What follows belongs to an exercise in optimizing a design on an open flow for small area and a short achievable clock period; a production flow would make more cautious choices. At most, simulation tests tie the RTL to the original design; equivalence was not proved. No functional check of the RTL was part of run 1.

==> flow/design.v, too long to show whole: its modules and the start of the top module <==
// module cic_decim: 2087 lines
// module ddc_core: 2268 lines
module ddc_core
(
    input  logic        ADC_CLK,
    input  logic        RST_N,
    input  logic [11:0] ADC_IN,
    input  logic        ENC_SW,
    input  logic        ENC_DIR,
    input  logic        ENC_CNT,
    input  logic        ENC_CLK,
    input  logic        DATA_ACK,
    output logic [15:0] OUT,
    output logic        DATA_RDY
);
  // ...
==> flow/flow/run.sh <==
#!/bin/bash
# Own layout flow: the standard ORFS flow (standard.sh, unchanged synthesis script and
# constraints) with a few extra ORFS settings:
#  - port buffers are buf_4 cells instead of the default pick,
#  - the resizer may swap cells across footprints,
#  - timing repair aims at a larger setup margin.
set -euo pipefail
bash standard.sh \
  "SETUP_SLACK_MARGIN=${MARGIN:-5.25}" \
  "MATCH_CELL_FOOTPRINT=0" \
  "BUFFER_PORTS_ARGS=-buffer_cell sky130_fd_sc_hd__buf_4" \
  finish > standard_flow.log 2>&1
==> flow/standard.sh <==
#!/bin/bash
# synth_recipe.tcl (not shown) runs the flow's synth.tcl, then flattens the netlist and writes it again
# the make line also repeats each setting of config.mk as NAME=value (left out here)
make -C /OpenROAD-flow-scripts/flow DESIGN_CONFIG=/design/flow/config.mk WORK_HOME=/design/flow/orfs CLKGATE_MAP_FILE= SYNTH_SCRIPT=/design/flow/synth_recipe.tcl "${@:-finish}"
==> flow/config.mk <==
export PLATFORM = sky130hd
export DESIGN_NAME = ddc_core
export DESIGN_NICKNAME = ddc_core
export VERILOG_FILES = /design/flow/design.v
export SDC_FILE = /design/flow/constraint.sdc
export NUM_CORES = 4
export LEC_CHECK = 0
export ABC_AREA = 1
export CAP_MARGIN = 20
export CORE_MARGIN = 2
export CORE_UTILIZATION = 40
export CTS_CLUSTER_DIAMETER = 60
export CTS_CLUSTER_SIZE = 20
export SLEW_MARGIN = 20
==> flow/constraint.sdc <==
create_clock -name core_clock -period 8.0 [get_ports {ADC_CLK}]
set_input_delay 1.6000 -clock core_clock [delete_from_list [all_inputs] [get_ports {ADC_CLK}]]
set_output_delay 1.6000 -clock core_clock [all_outputs]
set_load 0.01 [all_outputs]
==> results by group, run 1 <==
Yosys
  • Area of the mapped netlist: 0.0437 sq mm
  • Most frequent cell after synthesis: nand2_1
  • Compound-gate portion of the synthesized area: between 10 and 15%
  • Top FF cell, synth: dfrtp_1
  • Adder-Cell Fraction of Synth Area: 20.7%

Floorplanning
  • Die H: 335 microns
  • Tap cells: 1414
  • Starting Density: roughly two fifths
  • Num rows: 121

CTS
  • Clk Latency, worst-skew pair: 670 ps
  • CTS Buf Count: 78
  • CTS tree: done
  • H-tree levels: 3

Cells and area
  • Post-route cell area: between 0.05 and 0.06 sq mm
  • Bufs w/o clock: slightly below 300
  • Reg area: between 0.015 and 0.02 sq mm
  • Logic inverters: 642
  • Layout non-clock buf frac: 4.74%
  • Sequential cells: ~670
  • Largest class: multi-input combinational cells

Worst setup path
  • Reg2reg setup slack: ~5200 ps
  • Critical Path End: OUT[0]
  • Worst Path Buf+Inv: 1
  • Crit path max-delay family: flip-flops
  • Startpoint types: flop

Placed design
  • Placed cells: roughly 6300
  • Hpwl dp: 71800 microns
  • Placement Setup Slack: around 4500 ps

Global routing
  • GR Overflow Total: 0
  • Met1 Use GR: 24.5%
  • Vias in the first global route: roughly 33000

Status
  • Status: finished clean

Detailed routing
  • M1 WL: 46100 microns
  • Top Metal Used: met4
  • Routed length per instance: between 15 and 20 microns

Worst hold path
  • Hold Startpoint: meta_q[0]$_DFF_PN0_
  • Hold endpoint: sync_q[0]$_DFF_PN0_

Job
  • Max Cap Viol: 0

STA
  • Setup Skew: 46.9 ps
==> run 2: changes to the inputs <==
--- a/flow/design.v
+++ b/flow/design.v
@@ -18,19 +18,20 @@
     input  logic        dk1,
     input  logic        dk2,
     input  logic        dv,      
     output logic [15:0] dout
 );
     logic [16:0] i0l_q, i0h_q, i1l_q, i1h_q, i2l_q, i2h_q;
     logic        i0c_a_q, i0c_b_q, i0v_q;    
     logic        i1c_q, i2c_q;
-    logic [33:0] u_q, v_q, w_q;
+    logic        dumph_q;         
+    logic [33:0] u_q, w_q;
     logic        xp_q;            
-    logic [1:0]  cu_q, cv_q;      
+    logic        cu_q;            
     logic ci_s_1;
     logic ci_c_2;
     assign ci_s_1 = i0l_q[0] ^ da[0] ^ db[0];
     assign ci_c_2 = (i0l_q[0] & da[0]) | (i0l_q[0] & db[0]) | (da[0] & db[0]);
     logic ci_s_3;
     logic ci_c_4;
     assign ci_s_3 = i0l_q[1] ^ da[1] ^ db[1];
     assign ci_c_4 = (i0l_q[1] & da[1]) | (i0l_q[1] & db[1]) | (da[1] & db[1]);
@@ -2035,66 +2036,61 @@
     assign yh_sum_lc_928 = yh_sum_G_897 | (yh_sum_P_898 & yl_sum[17]);
     assign yh_sum[14] = yh_sum_p_841 ^ yh_sum_lc_928;
     logic yh_sum_lc_929;
     assign yh_sum_lc_929 = yh_sum_G_911 | (yh_sum_P_912 & yl_sum[17]);
     assign yh_sum[15] = yh_sum_p_842 ^ yh_sum_lc_929;
     logic yh_sum_lc_930;
     assign yh_sum_lc_930 = yh_sum_G_889 | (yh_sum_P_890 & yl_sum[17]);
     assign yh_sum[16] = yh_sum_p_843 ^ yh_sum_lc_930;
-    logic       xb, xp;
-    logic [1:0] cu, cv;
-    logic [2:0] su, sv;
+    logic       xb, xp, cu;
+    logic [1:0] su;
     assign xb = u_q[0];
     assign xp = ser0 ? 1'b0 : xp_q;
-    assign cu = ser0 ? 2'd0 : cu_q;
-    assign cv = ser0 ? 2'd2 : cv_q;
-    assign su = {2'b0, xb} + {2'b0, xp} + {2'b0, v_q[0]} + {1'b0, cu};
-    assign sv = {2'b0, w_q[0]} + {2'b0, ~xb} + {2'b0, ~xp} + {1'b0, cv};
+    assign cu = ser0 ? 1'b1 : cu_q;
+    assign su = {1'b0, xp} + {1'b0, ~w_q[0]} + {1'b0, cu};
     assign dout = yh_sum[16:1];
     always_ff @(posedge clk or negedge rst_n) begin
         if (!rst_n) begin
             i0l_q   <= '0;
             i0h_q   <= '0;
             i1l_q   <= '0;
             i1h_q   <= '0;
             i2l_q   <= '0;
             i2h_q   <= '0;
             i0c_a_q <= 1'b0;
             i0c_b_q <= 1'b0;
             i0v_q   <= 1'b0;
             i1c_q   <= 1'b0;
             i2c_q   <= 1'b0;
+            dumph_q <= 1'b0;
             u_q     <= '0;
-            v_q     <= '0;
             w_q     <= '0;
             xp_q    <= 1'b0;
-            cu_q    <= '0;
-            cv_q    <= '0;
+            cu_q    <= 1'b0;
         end else begin
             i0l_q   <= i0l_sum[16:0];
             i0c_a_q <= i0c_a_d;
             i0c_b_q <= i0c_b_d;
             i0v_q   <= dv;
             i0h_q   <= i0h_sum;
             i1l_q   <= i1l_sum[16:0];
             i1c_q   <= i1l_sum[17];
             i1h_q   <= i1h_sum;
-            i2l_q   <= i2l_sum[16:0];
-            i2c_q   <= i2l_sum[17];
-            i2h_q   <= i2h_sum;
+            i2l_q   <= strobe ? i1l_q : i2l_sum[16:0];
+            i2c_q   <= strobe ? 1'b0 : i2l_sum[17];
+            i2h_q   <= dumph_q ? i1h_q : i2h_sum;
+            dumph_q <= strobe;
             if (strobe) begin
                 u_q <= {i2h_sum, i2l_q};
             end else if (ser) begin
                 u_q  <= {su[0], u_q[33:1]};
-                v_q  <= {sv[0], v_q[33:1]};
                 w_q  <= {xb, w_q[33:1]};
                 xp_q <= xb;
-                cu_q <= su[2:1];
-                cv_q <= sv[2:1];
+                cu_q <= su[1];
             end
         end
     end
 endmodule
 module ddc_core
 (
     input  logic        ADC_CLK,
     input  logic        RST_N,
@@ -2230,23 +2226,24 @@
     logic [15:0] mb_q0;
     logic [15:0] ma_q1;
     logic [15:0] mb_q1;
     logic mvalid_q;
     logic ms_q0, ms_q1, mns_q0, mns_q1, mk1_q0, mk1_q1, mk2_q0, mk2_q1;
     logic [33:0] mva0, mvb0, mva1, mvb1;
     logic [5:0]  cnt_q;
     logic        strobe, ser, ser0;
+    logic        strobe_q, nser_q, nser0_q;    
     logic [7:0]  a;
     assign a      = phase_q[31:24];
     logic [21:0] qpair;
     assign qpair  = quarter_pair(a[5:0]);
-    assign strobe = &cnt_q;
-    assign ser    = (cnt_q < 6'd34);    
-    assign ser0   = (cnt_q == 6'd0);
+    assign strobe = strobe_q;           
+    assign ser    = ~nser_q;            
+    assign ser0   = ~nser0_q;           
     logic x3_d_p_1;
     logic x3_d_g_15;
     assign x3_d_p_1 = ADC_IN[0] ^ 1'b0;
     assign x3_d_g_15 = ADC_IN[0] & 1'b0;
     logic x3_d_p_2;
     logic x3_d_g_16;
     assign x3_d_p_2 = ADC_IN[1] ^ ADC_IN[0];
     assign x3_d_g_16 = ADC_IN[1] & ADC_IN[0];
@@ -4251,16 +4248,19 @@
             mk1_q1 <= 1'b0;
             mk2_q0 <= 1'b0;
             mk2_q1 <= 1'b0;
             ma_q0 <= '0;
             mb_q0 <= '0;
             ma_q1 <= '0;
             mb_q1 <= '0;
             cnt_q   <= '0;
+            strobe_q <= 1'b0;
+            nser_q  <= 1'b0;
+            nser0_q <= 1'b0;
             out_q   <= '0;
             hold_q  <= '0;
             rdy_q   <= 1'b0;
             ptr_q   <= 1'b0;
         end else begin
             meta_q  <= {DATA_ACK, ENC_CLK, ENC_CNT, ENC_DIR, ENC_SW};
             sync_q  <= meta_q;
             prev_q  <= sync_q[4:2];
@@ -4339,16 +4339,19 @@
             ms_q1   <= lo_q1[19];
             mns_q0  <= ~lo_q0[19];
             mns_q1  <= ~lo_q1[19];
             mk1_q0  <= mk1_0_285;
             mk1_q1  <= mk1_1_461;
             mk2_q0  <= mk2_0_286;
             mk2_q1  <= mk2_1_462;
             cnt_q   <= cnt_q + 6'd1;
+            strobe_q <= (cnt_q == 6'd62);
+            nser_q  <= ~((cnt_q < 6'd33) || (cnt_q == 6'd63));
+            nser0_q <= ~(cnt_q == 6'd63);
             if (strobe) begin
                 out_q  <= dec0;
                 hold_q <= dec1;
                 rdy_q  <= 1'b1;
                 ptr_q  <= 1'b0;
             end else if (ack_rise && rdy_q) begin
                 if (!ptr_q) begin
                     out_q <= hold_q;
==> flow/flow/run.sh (replaced) <==
#!/bin/bash
# Own layout flow: the standard ORFS flow (standard.sh, unchanged synthesis script and
# constraints) with a few extra ORFS settings:
#  - port buffers are buf_4 cells instead of the default pick,
#  - the resizer may swap cells across footprints,
#  - timing repair aims at a larger setup margin.
set -euo pipefail
bash standard.sh \
  "SETUP_SLACK_MARGIN=${MARGIN:-5.35}" \
  "MATCH_CELL_FOOTPRINT=0" \
  "BUFFER_PORTS_ARGS=-buffer_cell sky130_fd_sc_hd__buf_4" \
  finish > standard_flow.log 2>&1
==> flow/config.mk (replaced) <==
export PLATFORM = sky130hd
export DESIGN_NAME = ddc_core
export DESIGN_NICKNAME = ddc_core
export VERILOG_FILES = /design/flow/design.v
export SDC_FILE = /design/flow/constraint.sdc
export NUM_CORES = 4
export LEC_CHECK = 0
export ABC_AREA = 1
export CAP_MARGIN = 20
export CORE_MARGIN = 2
export CORE_UTILIZATION = 40
export CTS_CLUSTER_DIAMETER = 75
export CTS_CLUSTER_SIZE = 26
export SLEW_MARGIN = 20
==> run 2 against run 1 <==
  * Sequential cell count shrank 70
  * Die area shrank 4.9%
  * Synthesized area shrank 5.0%
  * First-iteration DRC count shrank 4.0%
  * Clock skew shrank 18 ps
  * Still clean on timing, DRC and antenna
  * Clock-buffer cell count shrank 36
==> results by group, run 2 <==
Status
  • Status: finished clean

Yosys
  • Main combinational cell family by area after synthesis: adder cells
  • Adder-Cell Fraction of Synth Area: 21.4% (+0.67 points)
  • Number of synthesized flops with an enable pin: 0
  • Asr flop ratio synth: 100%
  • Mux cell area share after synthesis: 0.0753%
  • Post-Syn Nets: 5380
  • Compound-gate portion of the synthesized area: 12.9% (+0.59 points)
  • Cell taking the most area after synthesis: dfrtp_1
  • Mapped Cells: 4771
  • Synth cell types: 55
  • Register area share after synthesis: 36.3%
  • Synth Area in XOR/XNOR: 6.37%
  • Area of the mapped netlist: 0.0415 sq mm (-5.0%)
  • Yosys top cell area share: 36.3%
  • Simple-gate share of the synthesized area: 16.0%
  • Synth cell count leaders: nand2_1 (1140), dfrtp_1 (603), inv_1 (573)
  • Synth warn: 2
  • Syn_area_per_cell: 8.70 sq um
  • Seq cells post-synth: 603
  • Most frequent cell after synthesis: nand2_1
  • Synth top area cells: dfrtp_1 (36%), ha_1 (12%), nand2_1 (10%)
  • Top FF cell, synth: dfrtp_1

Floorplanning
  • Die Wd: around 330 microns
  • Num rows: 118 (-2.5%)
  • Core area: 0.103 sq mm
  • Die H: 326 microns (-2.5%)
  • Starting Density: 40.2% (about the same)
  • I/O Pins: 36
  • Die area: 0.106 sq mm

Job
  • Max Cap Viol: 0 (unchanged)

STA
  • Setup violators final: 0
  • Slew Limit Fails: 0
  • Slew headroom: about 38%
  • RSZ-0062 raised after global routing: yes
  • Period utilization: 34.8%
  • Final Hold Viols: 0
  • Fmax: approximately 0.36 GHz
  • Tmin final: 2790 ps
  • Worst-Margin Slew: approximately 940 ps
  • Setup Skew: 28.6 ps (-18.2 ps)
  • Setup TNS: 0 ps

Cells and area
  • Share of cells above drive strength 1: a little over a fifth
  • Top flop regs: u_cic0.u_q x34, u_cic1.u_q x34, u_cic1.w_q x34
  • ANT cells: 0
  • Layout Nets: 5642
  • Syn-to-layout area delta: 21.7%
  • Commonest non-fill, non-tap cell in the layout: nand2_1
  • Filler cells: about 9500
  • Most frequent cells in the layout: nand2_1 (1041), dfrtp_1 (563), inv_1 (510)

Worst setup path
  • Worst-case reg-to-reg path depth: 18
  • Arrival time of the worst setup path: around 3300 ps
  • Crit. Startpoint: u_cic1.i1h_q[0]$_DFF_PN0_
  • Worst Path Max Fanout: 3
  • Setup crit end kind: flop
  • Startpoint types: flop
  • Worst path required time: approximately 8500 ps
  • Critical path class: flop to flop
  • Reg2reg start: u_cic1.i1h_q[0]$_DFF_PN0_

Detailed routing
  • Vias: 33600
  • Final wirelength: 103000 microns
  • Drt initial violations: 2608
  • Routed length per instance: 16.0 microns (+2.9%)
  • Final routed DRC violation total: 0
  • Number of iterations in the first detailed-routing pass: 7
  • Remaining antenna violation count: 0
  • Vias per cell: 5.21

Worst hold path
  • Hold/Removal Path Class: flop to flop
  • Hold Startpoint: meta_q[2]$_DFF_PN0_
  • Hold depth: 0

CTS
  • H-tree levels: 2 (-1)
  • CTS Buffer Depth: 3
  • Hold-fix buffers at CTS: 0
  • CTS tree: done
  • Root buf cell: clkbuf_16
  • CTS Buf Count: 44 (-44%)
  • Clk sinks: 603
  • Clk Latency, worst-skew pair: 640 ps (-30 ps)
  • Worst-path clk slew: 100 ps

Global routing
  • Gr usage total: 18.5%
  • Antenna violations before repair: 0
  • Vias in the first global route: 32100 (-2.6%)
  • First-pass GRT wire length: around 160000 microns
  • Largest net degree at the start of global routing: 143
  • GR Overflow Total: 0 (unchanged)

Placed design
  • Routability cong.: 0.913
  • Hpwl dp: 69600 microns (-3.0%)
  • Port bufs: 35
-- run 2: cells by family (layout without fill, tap and decap cells) --
group / after synthesis / after routing
AOI/OAI and AO/OA: 876 / 876
xor gates and xnor gates: 302 / 302
adders and majority gates: 590 / 590
buffers and inverters: 753 / 1050
DFF: 603 / 603
muxes: 3 / 3
other: 1 / 1
and+or+nand+nor: 1643 / 1643
-- run 2: timing repair --
| item | in CTS | in global routing |
|---|---|---|
| endpoints found under the setup margin | 286 | 306 |
| cloned | 1 | 4 |
| setup buffers | 143 | 164 |
| gates resized for setup | 318 | 488 |
| pin swaps | 87 | 198 |
-- run 2: per-stage QoR --
step,worst slack (ps),cell area (sq um),hold slack (ps),util [%],instances
after global placement,4370,43200,333,41.9,6054
after CTS,5130,47200,359,45.7,6280
final,5210,50500,358,49.0,6448
after detailed placement,4310,43200,337,41.9,6055
after global routing,5070,50500,366,49.0,6448
after floorplan,5160,41600,331,-,4771
-- run 2: routing by layer --
layer	global-route usage, %	wire (microns)
met1	25.2	45400
met2	30.5	48100
met3	2.65	5540
met4	5.99	3910
met5	0	0
-- run 2: final cells by class --
class	count	area [sq um]	area share [%]
inverter	602	2400	4.75
clock buffer	47	1130	2.24
multi-input combinational	3415	26500	52.5
clock inverter	34	494	0.978
timing repair inverter	5	27.5	0.0545
tap	1380	1730	3.42
sequential	603	15200	30.0
timing repair buffer	362	3060	6.06
-- run 2: worst paths after layout --
| path | endpoint | slack [ps] |
|---|---|---|
| min | sync_q[2]$_DFF_PN0_ | 360 |
| max reg2reg | u_cic1.u_q[32]$_DFFE_PN0P_ | 5210 |
| min reg2reg | sync_q[2]$_DFF_PN0_ | 360 |
| max in group asynchronous | u_cic1.i1h_q[6]$_DFF_PN0_ | 5610 |
| min in group asynchronous | meta_q[4]$_DFF_PN0_ | 1060 |
| max | u_cic1.u_q[32]$_DFFE_PN0P_ | 5210 |
-- run 2: worst max-delay path, stage by stage (launching register included) --
cell and delay (ps):
dfrtp_1 400, inv_2 80, buf_6 90, fa_2 190, inv_2 40, fa_2 370
nand3_2 80, nand2_2 80, nand3_2 80, nand2_2 70, nand2_2 80, nand2_4 70
a21o_1 230, nand3_2 70, nand2_2 60, fa_2 370, xor2_2 150, nand2_1 60
o211ai_1 100
==> run 3: changes to the inputs <==
--- a/flow/flow/run.sh
+++ b/flow/flow/run.sh
@@ -6,7 +6,7 @@
 #  - timing repair aims at a larger setup margin.
 set -euo pipefail
 bash standard.sh \
-  "SETUP_SLACK_MARGIN=${MARGIN:-5.35}" \
+  "SETUP_SLACK_MARGIN=${MARGIN:-4.9}" \
   "MATCH_CELL_FOOTPRINT=0" \
   "BUFFER_PORTS_ARGS=-buffer_cell sky130_fd_sc_hd__buf_4" \
   finish > standard_flow.log 2>&1
==> run 3 against run 2 <==
  * Still clean
  * Register-to-register slack worse by 240 ps
  * Cell count is 4.1% lower
  * Sequential cell count stayed put
  * Routed wire length is 8.7% lower
  * Critical path type unchanged
  * Largest cell class unchanged
==> results by group, run 3 <==
Status
  • Status: finished clean

STA
  • Slew Limit Fails: 0 (unchanged)
  • Fmax: 0.331 GHz (-7.8%)
  • Setup TNS: 0 ps (unchanged)
  • Setup ws final: 4980 ps (-236 ps)
  • Setup Skew: 33.3 ps (+4.63 ps)
  • Tmin final: 3020 ps (+236 ps)
  • Setup violators final: 0 (unchanged)
  • Worst-Margin Slew: 852 ps (-84.1 ps)
  • Slew headroom: 43.2% (+5.6 points)
  • Period utilization: 37.8% (+2.9 points)
  • RSZ-0062 raised after global routing: yes
  • Final Hold Viols: 0 (unchanged)

Yosys
  • Asr flop ratio synth: 100% (unchanged)
  • Most frequent cell after synthesis: nand2_1
  • Synth cell types: 55 (unchanged)
  • Synth top area cells: dfrtp_1 (36%), ha_1 (12%), nand2_1 (10%)
  • Seq cells post-synth: 603 (unchanged)
  • Yosys top cell area share: 36.3% (unchanged)
  • Cell taking the most area after synthesis: dfrtp_1
  • Mapped Cells: 4771 (unchanged)
  • Synth warn: 2 (unchanged)
  • Synth cell count leaders: nand2_1 (1140), dfrtp_1 (603), inv_1 (573)
  • Syn_area_per_cell: 8.70 sq um (unchanged)
  • Register area share after synthesis: 36.3% (unchanged)
  • Top FF cell, synth: dfrtp_1
  • Area of the mapped netlist: 0.0415 sq mm (unchanged)
  • Number of synthesized flops with an enable pin: 0 (unchanged)
  • Post-Syn Nets: 5380 (unchanged)

Worst setup path
  • Slowest cell delay on critical path: 580 ps (+180 ps)
  • Critical path class: flop to flop
  • Startpoint types: flop
  • Worst path required time: 8490 ps (-20 ps)
  • Worst Path Max Fanout: 17 (+14)
  • Reg2reg setup slack: 4980 ps (-240 ps)
  • Arrival time of the worst setup path: 3520 ps (+230 ps)
  • R2r endpoint: mb_q1[3]$_DFF_PN0_
  • Worst-case reg-to-reg path depth: 8 (-10)
  • Cell mode on critical path: fa_1
  • Cell breakdown of the critical path: clkinvlp_4 > buf_4 > o22ai_1 > a221oi_1 > xor2_1 > fa_1 > fa_1 > xnor2_1
  • Setup crit end kind: flop
  • Reg2reg start: x_q[10]$_DFF_PN0_
  • CP max-delay cell: dfrtp_1

Placed design
  • Routability cong.: 0.902 (-1.2%)
  • Placed cells: 6054 (-0.017%)
  • Port bufs: 35 (unchanged)
  • Placement Setup Slack: 4140 ps (-169 ps)
  • Hpwl dp: 68600 microns (-1.5%)

CTS
  • Worst-path clk slew: 90 ps (about the same)
  • CTS tree: done
  • Clk Latency, worst-skew pair: 620 ps (-20 ps)
  • CTS Buffer Depth: 3 (unchanged)
  • CTS Buf Count: 42 (-4.5%)
  • Root buf cell: clkbuf_16
  • Clk sinks: 603 (unchanged)
  • H-tree levels: 2 (unchanged)

Detailed routing
  • Vias: 31700 (-5.7%)
  • Drt initial violations: 2320 (-11%)
  • Final wirelength: 93900 microns (-8.7%)
  • Vias per cell: 5.13 (-1.7%)
  • Routed length per instance: 15.2 microns (-4.9%)
  • Remaining antenna violation count: 0 (unchanged)
  • Final routed DRC violation total: 0 (unchanged)
  • Number of iterations in the first detailed-routing pass: 6 (-1)

Worst hold path
  • Hold endpoint: sync_q[0]$_DFF_PN0_
  • Hold depth: 0 (unchanged)
  • Hold Startpoint: meta_q[0]$_DFF_PN0_
  • Hold/Removal Path Class: flop to flop

Cells and area
  • Top flop regs: u_cic0.u_q x34, u_cic1.u_q x34, u_cic1.w_q x34
  • Multi-input logic area: 0.0238 sq mm (-10%)
  • Reg area: 0.0151 sq mm (-0.34%)
  • Filler cells: 10000 (+5.2%)
  • ANT cells: 0 (unchanged)
  • Commonest non-fill, non-tap cell in the layout: nand2_1
  • Syn-to-layout area delta: 9.44%
  • Final Util: 44.0% (-4.9 points)
  • Share of cells above drive strength 1: 6.70% (-15 points)
  • Cell Count, Final, Fillers Out: 6185 (-4.1%)
  • Most frequent cells in the layout: nand2_1 (1128), dfrtp_1 (596), inv_1 (559)
  • Layout Nets: 5382 (-4.6%)

Global routing
  • First-pass GRT wire length: 159000 microns (-3.0%)
  • Gr usage total: 17.8% (-0.72 points)
  • Vias in the first global route: 31500 (-2.0%)
  • GR Overflow Total: 0 (unchanged)
  • Antenna violations before repair: 0 (unchanged)
  • Largest net degree at the start of global routing: 156 (+9.1%)

Floorplanning
  • Die Wd: 326 microns (unchanged)
  • Starting Density: 40.2% (unchanged)
  • Die area: 0.106 sq mm (unchanged)
  • Num rows: 118 (unchanged)
  • I/O Pins: 36 (unchanged)
  • Die H: 326 microns (unchanged)
  • Core area: 0.103 sq mm (unchanged)

Job
  • Max Cap Viol: 0 (unchanged)
## run 3: cell count changes in the layout (fill, tap and decap cells not counted), moves of 62 or more
cell,before,now
buf_4,297,99
nand2_2,76,12
nand2_1,1041,1128
ha_1,318,384
ha_4,63,1
## run 3: worst max path at each step
| stage | from | to |
|---|---|---|
| detailed placement | strobe_q$_DFF_PN0_ | u_cic0.u_q[0]$_DFFE_PN0P_ |
| CTS | phase_q[24]$_DFF_PN0_ | lo_q0[7]$_DFF_PN0_ |
| floorplan | ADC_IN[0] | x3_q[11]$_DFF_PN0_ |
| global route | u_cic1.i0c_a_q$_DFF_PN0_ | u_cic1.i0h_q[14]$_DFF_PN0_ |
| global placement | strobe_q$_DFF_PN0_ | u_cic0.u_q[0]$_DFFE_PN0P_ |
| finish | x_q[10]$_DFF_PN0_ | mb_q1[3]$_DFF_PN0_ |
## run 3: cells by family after synthesis
| group | share of synthesized area [%] |
|---|---|
| DFF | 36.3 |
| and+or+nand+nor | 16.0 |
| muxes | 0.0753 |
| other | 0.00903 |
| xor gates and xnor gates | 6.37 |
| adders and majority gates | 21.4 |
| buffers and inverters | 6.92 |
| AOI/OAI and AO/OA | 12.9 |
## run 3: through the flow
stage	area (sq um)	hold slack, ps
after floorplan	41500	331
final	45400	339
after CTS	44900	340
after detailed placement	43100	335
after global routing	45400	353
after global placement	43100	336
## run 3: what timing repair did
item,in CTS,in global routing
buffers inserted,16,38
resized for setup,38,82
pin swaps,0,12
gates cloned,0,1
hold buffers,0,0
setup endpoints to repair,195,176
## run 3: cell type report
| cell class | count | area share (%) |
|---|---|---|
| Timing Repair Buffer | 108 | 1.96 |
| Sequential cell | 603 | 33.2 |
| Clock inverter | 31 | 1.09 |
| Timing Repair inverter | 1 | 0.0165 |
| Multi-Input combinational cell | 3415 | 52.4 |
| Tap cell | 1380 | 3.80 |
| Inverter | 602 | 5.11 |
| Clock buffer | 45 | 2.36 |
## run 3: worst max-delay path: cells and delay by family (launching register included)
kind | cells | cell delay, ps
XOR/XNOR | 2 | 460
buffers and inverters | 2 | 390
adder cells (fa/ha/maj) | 2 | 960
AO/OA/AOI/OAI | 2 | 520
flip-flops | 1 | 580
## run 3: layer usage
layer  GRT usage (%)  share of wire, %  wire length (microns)
met3            1.92               4.3                   4050
met2            29.9                46                  43500
met5               0                 0                      0
met4            5.23               2.9                   2700
met1            24.3                46                  43600
==> run 4: changes to the inputs <==
--- a/flow/flow/run.sh
+++ b/flow/flow/run.sh
@@ -6,7 +6,7 @@
 #  - timing repair aims at a larger setup margin.
 set -euo pipefail
 bash standard.sh \
-  "SETUP_SLACK_MARGIN=${MARGIN:-4.9}" \
+  "SETUP_SLACK_MARGIN=${MARGIN:-5.25}" \
   "MATCH_CELL_FOOTPRINT=0" \
   "BUFFER_PORTS_ARGS=-buffer_cell sky130_fd_sc_hd__buf_4" \
   finish > standard_flow.log 2>&1
==> run 4 against run 3 <==
  * Critical path depth down 7
  * Die area unchanged
  * Cell area up 5.9%
  * Utilization is 2.6 points higher
  * Highest routed layer unchanged
  * Routed wire length increased by 3.5%
  * Largest cell class unchanged
  * First-iteration DRC count decreased by 2.4%
  * Maximum frequency increased by 7.2%
  * Sequential share of layout area down 1.8 points
  * Worst setup slack better by 200 ps
  * Synthesized cell count did not move
==> results by group, run 4 <==
Status
  • Status: finished clean

CTS
  • Root buf cell: clkbuf_16
  • Clk sinks: 603 (unchanged)
  • CTS Buffer Depth: 3 (unchanged)
  • H-tree levels: 2 (unchanged)
  • Hold-fix buffers at CTS: 0 (unchanged)
  • CTS Buf Count: 43 (+2.4%)
  • Worst-path clk slew: 90 ps (about the same)
  • CTS tree: done
  • Clk Latency, worst-skew pair: 660 ps (+40 ps)

Floorplanning
  • Core area: 0.103 sq mm (unchanged)
  • Die area: 0.106 sq mm (unchanged)
  • I/O Pins: 36 (unchanged)
  • Starting Density: 40.2% (unchanged)
  • Die H: 326 microns (unchanged)
  • Num rows: 118 (unchanged)
  • Die Wd: 326 microns (unchanged)

Yosys
  • Most frequent cell after synthesis: nand2_1
  • Syn_area_per_cell: 8.70 sq um (unchanged)
  • Area of the mapped netlist: 0.0415 sq mm (unchanged)
  • Number of synthesized flops with an enable pin: 0 (unchanged)
  • Mapped Cells: 4771 (unchanged)
  • Synth warn: 2 (unchanged)
  • Synth top area cells: dfrtp_1 (36%), ha_1 (12%), nand2_1 (10%)
  • Seq cells post-synth: 603 (unchanged)
  • Post-Syn Nets: 5380 (unchanged)
  • Top FF cell, synth: dfrtp_1
  • Yosys top cell area share: 36.3% (unchanged)
  • Register area share after synthesis: 36.3% (unchanged)
  • Cell taking the most area after synthesis: dfrtp_1
  • Synth cell count leaders: nand2_1 (1140), dfrtp_1 (603), inv_1 (573)
  • Synth cell types: 55 (unchanged)
  • Asr flop ratio synth: 100% (unchanged)

Worst setup path
  • CP max-delay cell: dfrtp_1
  • Slowest cell delay on critical path: 420 ps (-160 ps)
  • Cell breakdown of the critical path: buf_6
  • Worst Path Max Fanout: 2 (-15)
  • Critical path class: flop to output port
  • Worst Path Buf+Inv: 1 (-1)
  • Crit path max-delay family: flip-flops
  • Setup crit end kind: output port
  • Startpoint types: flop
  • Arrival time of the worst setup path: 1220 ps (-2300 ps)
  • Reg2reg setup slack: 5210 ps (+230 ps)
  • Worst path required time: 6400 ps (-2090 ps)

Global routing
  • Vias in the first global route: 32000 (+1.6%)
  • Gr usage total: 18.0% (+0.22 points)
  • First-pass GRT wire length: 161000 microns (+1.2%)
  • Antenna violations before repair: 0 (unchanged)
  • Largest net degree at the start of global routing: 154 (-1.3%)
  • GR Overflow Total: 0 (unchanged)

Detailed routing
  • Final routed DRC violation total: 0 (unchanged)
  • Number of iterations in the first detailed-routing pass: 8 (+2)
  • Remaining antenna violation count: 0 (unchanged)
  • Vias per cell: 5.17 (+0.83%)
  • Routed length per instance: 15.4 microns (+1.2%)
  • Final wirelength: 97200 microns (+3.5%)
  • Drt initial violations: 2265 (-2.4%)
  • Vias: 32700 (+3.2%)

STA
  • Setup ws final: 5180 ps (+204 ps)
  • Min Hold Slack: 338 ps (-1.26 ps)
  • RSZ-0062 raised after global routing: yes
  • Setup violators final: 0 (unchanged)
  • Setup Skew: 48.5 ps (+15.2 ps)
  • Worst-Margin Slew: 1070 ps (+216 ps)
  • Setup TNS: 0 ps (unchanged)
  • Final Hold Viols: 0 (unchanged)
  • Slew Limit Fails: 0 (unchanged)
  • Fmax: 0.355 GHz (+7.2%)
  • Tmin final: 2820 ps (-204 ps)
  • Period utilization: 35.2% (-2.6 points)
  • Slew headroom: 28.4% (-15 points)

Worst hold path
  • Hold/Removal Path Class: flop to flop

Placed design
  • Placement Setup Slack: 4750 ps (+617 ps)
  • Post-DP Area: 0.0432 sq mm (+0.17%)
  • Hpwl dp: 68400 microns (-0.23%)
  • Routability cong.: 0.936 (+3.7%)
  • Port bufs: 35 (unchanged)

Cells and area
  • Commonest non-fill, non-tap cell in the layout: nand2_1
  • Post-route cell area: 0.0481 sq mm (+5.9%)
  • Top flop regs: u_cic0.u_q x34, u_cic1.u_q x34, u_cic1.w_q x34
  • Share of cells above drive strength 1: 15.1% (+8.4 points)
  • ANT cells: 0 (unchanged)
  • Syn-to-layout area delta: 15.9%
  • Most frequent cells in the layout: nand2_1 (1076), dfrtp_1 (574), inv_1 (534)
  • Layout Nets: 5525 (+2.7%)

Job
  • Max Cap Viol: 0 (unchanged)
## run 4: area by class of cell
class	count	area, sq um
clock buffer	50	1110
clock inverter	27	415
fill	9721	55100
inverter	602	2370
multi-input combinational	3415	25300
sequential	603	15100
tap	1380	1730
timing repair buffer	249	2070
timing repair inverter	2	10.0
## run 4: what timing repair did
action / CTS / global route
resized for setup: 173 / 305
gates cloned: 0 / 2
setup buffers: 85 / 109
endpoints found under the setup margin: 259 / 178
pin swaps: 34 / 100
## run 4: through the flow
step	cells	util (%)
global placement	6054	41.8
floorplan	4771	-
finish	6328	46.6
CTS	6217	44.5
global route	6328	46.6
detailed placement	6055	41.8
## run 4: cell families after synthesis
group / after synthesis / share of synthesized area [%]
and+or+nand+nor: 1643 / 16.0
muxes: 3 / 0.0753
DFF: 603 / 36.3
AOI/OAI and AO/OA: 876 / 12.9
adders and majority gates: 590 / 21.4
other: 1 / 0.00903
xor gates and xnor gates: 302 / 6.37
buffers and inverters: 753 / 6.92
## run 4: metal layers
metal / GRT usage [%] / vias up / part of all wire, %
met2: 29.3 / 782 / 46
met4: 6.38 / 0 / 3.3
met3: 2.43 / 212 / 4.8
met5: 0 / - / 0
li1: - / 16100 / -
met1: 24.7 / 15600 / 46
## run 4: worst paths after layout
kind                                                start                          to  cells after the start
worst max-delay path                 out_q[0]$_DFFE_PN0P_                      OUT[0]                      1
worst min-delay path                  meta_q[0]$_DFF_PN0_         sync_q[0]$_DFF_PN0_                      0
worst min register to register        meta_q[0]$_DFF_PN0_         sync_q[0]$_DFF_PN0_                      0
worst max register to register  u_cic1.i1h_q[0]$_DFF_PN0_  u_cic1.u_q[32]$_DFFE_PN0P_                     17
max in group asynchronous                           RST_N   u_cic1.i1h_q[6]$_DFF_PN0_                      2
min in group asynchronous                           RST_N  u_cic0.w_q[14]$_DFFE_PN0P_                      1
==> run 5: changes to the inputs <==
--- a/flow/flow/run.sh
+++ b/flow/flow/run.sh
@@ -6,7 +6,7 @@
 #  - timing repair aims at a larger setup margin.
 set -euo pipefail
 bash standard.sh \
-  "SETUP_SLACK_MARGIN=${MARGIN:-5.25}" \
+  "SETUP_SLACK_MARGIN=${MARGIN:-5.05}" \
   "MATCH_CELL_FOOTPRINT=0" \
   "BUFFER_PORTS_ARGS=-buffer_cell sky130_fd_sc_hd__buf_4" \
   finish > standard_flow.log 2>&1
==> run 5 against run 4 <==
  * Register-to-register slack got worse by 60 ps
  * Die area unchanged
  * Sequential share of layout area increased by 1.3 points
  * Global-route usage decreased by 0.18 points
  * Sequential cell count unchanged
  * Clock-buffer cell count decreased by 2
  * Maximum frequency decreased by 1.2%
  * Clock skew decreased by 14 ps
  * Largest cell class unchanged
  * Highest routed layer unchanged
==> results by group, run 5 <==
Status
  • Status: finished clean

STA
  • Min Hold Slack: 352 ps (+14.6 ps)
  • Setup Skew: 34.8 ps (-13.7 ps)
  • Period utilization: 35.7% (+0.44 points)
  • Slew Limit Fails: 0 (unchanged)
  • RSZ-0062 raised after global routing: yes
  • Tmin final: 2850 ps (+35.3 ps)
  • Setup violators final: 0 (unchanged)
  • Slew headroom: 41.3% (+13 points)
  • Setup TNS: 0 ps (unchanged)
  • Worst-Margin Slew: 880 ps (-188 ps)
  • Fmax: 0.350 GHz (-1.2%)
  • Final Hold Viols: 0 (unchanged)

Floorplanning
  • Starting Density: 40.2% (unchanged)
  • Num rows: 118 (unchanged)
  • Die area: 0.106 sq mm (unchanged)
  • Die Wd: 326 microns (unchanged)
  • Core area: 0.103 sq mm (unchanged)
  • Die H: 326 microns (unchanged)
  • I/O Pins: 36 (unchanged)

Worst setup path
  • Arrival time of the worst setup path: 3380 ps (+2160 ps)
  • Worst path required time: 8520 ps (+2120 ps)
  • Setup crit end kind: flop
  • Reg2reg setup slack: 5150 ps (-60 ps)
  • Startpoint types: flop
  • Worst Path Max Fanout: 14 (+12)
  • Critical path class: flop to flop

CTS
  • CTS Buf Count: 43 (unchanged)
  • Hold-fix buffers at CTS: 0 (unchanged)
  • Clk sinks: 603 (unchanged)
  • Root buf cell: clkbuf_16
  • CTS Buffer Depth: 3 (unchanged)
  • Worst-path clk slew: 90 ps (about the same)
  • CTS tree: done
  • Clk Latency, worst-skew pair: 630 ps (-30 ps)
  • H-tree levels: 2 (unchanged)

Yosys
  • Synth cell types: 55 (unchanged)
  • Top FF cell, synth: dfrtp_1
  • Synth Area in XOR/XNOR: 6.37% (unchanged)
  • Seq cells post-synth: 603 (unchanged)
  • Cell taking the most area after synthesis: dfrtp_1
  • Post-Syn Nets: 5380 (unchanged)
  • Synth cell count leaders: nand2_1 (1140), dfrtp_1 (603), inv_1 (573)
  • Main combinational cell family by area after synthesis: adder cells
  • Number of synthesized flops with an enable pin: 0 (unchanged)
  • Simple-gate share of the synthesized area: 16.0% (unchanged)
  • Yosys top cell area share: 36.3% (unchanged)
  • Mux cell area share after synthesis: 0.0753% (unchanged)
  • Compound-gate portion of the synthesized area: 12.9% (unchanged)
  • Synth top area cells: dfrtp_1 (36%), ha_1 (12%), nand2_1 (10%)
  • Asr flop ratio synth: 100% (unchanged)
  • Synth warn: 2 (unchanged)
  • Adder-Cell Fraction of Synth Area: 21.4% (unchanged)
  • Mapped Cells: 4771 (unchanged)
  • Most frequent cell after synthesis: nand2_1
  • Area of the mapped netlist: 0.0415 sq mm (unchanged)
  • Syn_area_per_cell: 8.70 sq um (unchanged)
  • Register area share after synthesis: 36.3% (unchanged)

Cells and area
  • Top flop regs: u_cic0.u_q x34, u_cic1.u_q x34, u_cic1.w_q x34
  • Share of cells above drive strength 1: 8.96% (-6.1 points)
  • Final Util: 44.8% (-1.8 points)
  • Layout Nets: 5420 (-1.9%)
  • Commonest non-fill, non-tap cell in the layout: nand2_1
  • Syn-to-layout area delta: 11.3%
  • ANT cells: 0 (unchanged)
  • Most frequent cells in the layout: nand2_1 (1114), dfrtp_1 (585), inv_1 (554)
  • Post-route cell area: 0.0462 sq mm (-4.0%)

Global routing
  • First-pass GRT wire length: 160000 microns (-0.65%)
  • Largest net degree at the start of global routing: 128 (-17%)
  • GR Overflow Total: 0 (unchanged)
  • Vias in the first global route: 31600 (-0.98%)
  • Gr usage total: 17.9% (-0.18 points)
  • Antenna violations before repair: 0 (unchanged)

Detailed routing
  • Vias: 32100 (-1.8%)
  • Final routed DRC violation total: 0 (unchanged)
  • Final wirelength: 94700 microns (-2.6%)
  • Routed length per instance: 15.2 microns (-0.93%)
  • Drt initial violations: 2186 (-3.5%)
  • Number of iterations in the first detailed-routing pass: 7 (-1)
  • Vias per cell: 5.16 (-0.11%)
  • Remaining antenna violation count: 0 (unchanged)

Placed design
  • Hpwl dp: 69100 microns (+0.93%)
  • Port bufs: 35 (unchanged)
  • Routability cong.: 0.938 (+0.19%)
  • Post-DP Area: 0.0431 sq mm (about the same)

Worst hold path
  • Hold/Removal Path Class: flop to flop

Job
  • Max Cap Viol: 0 (unchanged)
run 5: cell count changes in the layout (fill, tap and decap cells not counted), sizes merged:
| cell | before | now |
|---|---|---|
| clkbuf | 50 | 48 |
| clkinvlp | 26 | 19 |
| clkinv | 13 | 23 |
| buf | 249 | 144 |
run 5: critical path, cell delays in order (launching register included):
cell        delay, ps
dfrtp_2           570
clkinvlp_4        350
o22ai_1           230
a221oi_1          100
xor2_1            210
fa_1              560
inv_1              50
fa_1              510
xor2_1            170
run 5: path summary, 6_finish.rpt:
| check | from | end | cells after the start |
|---|---|---|---|
| max in group asynchronous | RST_N | x_q[5]$_DFF_PN0_ | 2 |
| min in group asynchronous | RST_N | u_cic1.w_q[11]$_DFFE_PN0P_ | 1 |
| max | x_q[11]$_DFF_PN0_ | mb_q0[4]$_DFF_PN0_ | 8 |
| min reg2reg | meta_q[1]$_DFF_PN0_ | sync_q[1]$_DFF_PN0_ | 0 |
| min | meta_q[1]$_DFF_PN0_ | sync_q[1]$_DFF_PN0_ | 0 |
| max reg2reg | x_q[11]$_DFF_PN0_ | mb_q0[4]$_DFF_PN0_ | 8 |
run 5: logic make-up after synthesis:
group / count (synthesis)
and+or+nand+nor: 1643
AOI/OAI and AO/OA: 876
buffers and inverters: 753
DFF: 603
adders and majority gates: 590
xor gates and xnor gates: 302
muxes: 3
other: 1
run 5: cell type report:
type	instances	area, sq um
timing repair inverter	2	15.0
sequential	603	15100
clock inverter	30	497
tap	1380	1730
timing repair buffer	144	1200
fill	10000	57000
multi-input combinational	3415	24200
inverter	602	2330
clock buffer	48	1170
run 5: stage by stage:
stage / std cells / setup WS (ps)
2_1_floorplan: 4771 / 5060
5_1_grt: 6224 / 5010
3_3_place_gp: 6057 / 4680
3_5_place_dp: 6057 / 4630
4_1_cts: 6162 / 5050
6_report: 6224 / 5150
run 5: metal layers:
metal	vias to the layer above	wire length, microns	track usage (%)
met3	240	4560	2.24
met1	15300	43400	24.2
met4	0	3310	6.04
li1	15900	-	-
met2	757	43500	29.5
met5	-	0	0
run 5: timing repair:
item,CTS,global route
endpoints found under the setup margin,101,130
pin swaps,5,32
gates cloned,0,2
resized for setup,62,142
buffers inserted,27,60

## re-timing with driven ports
No port has a modelled driver above. Below, the same layouts with a new extraction and two added sets of constraints.
Step 1 (the two cells are an assumption about what drives the block):
set clk [get_ports {ADC_CLK}]
set_driving_cell -lib_cell sky130_fd_sc_hd__clkbuf_16 $clk
set_driving_cell -lib_cell sky130_fd_sc_hd__buf_2 [delete_from_list [all_inputs] $clk]
Step 2, shift: input delay + t, output delay - t, t = (earliest + latest rising clock arrival at the registers) / 2. This alone moves slack from input paths to output paths.
a / b / c = ideal / step 1 / step 2; a / b = the first two.
run	t, ns	slack for setup (ns)	hold slack, ns	clock arrival spread, ns
run 1	0.714	5.190 / 5.119 / 4.850	0.347 / 0.347 / 0.347	0.049 / 0.049
run 2	0.690	5.212 / 5.148 / 4.885	0.358 / 0.358 / 0.358	0.031 / 0.031
run 3	0.677	4.976 / 4.976 / 4.669	0.339 / 0.339 / 0.339	0.040 / 0.041
run 4	0.705	5.181 / 5.113 / 4.861	0.338 / 0.338 / 0.338	0.052 / 0.051
run 5	0.679	5.146 / 5.128 / 4.734	0.352 / 0.352 / 0.352	0.036 / 0.036
After both steps every run listed still meets setup and hold. The setup slack of run 5, which loses most, moves by -0.018 ns with the drivers and by -0.412 ns with both steps. The worst setup slack also covers recovery checks on asynchronous resets.
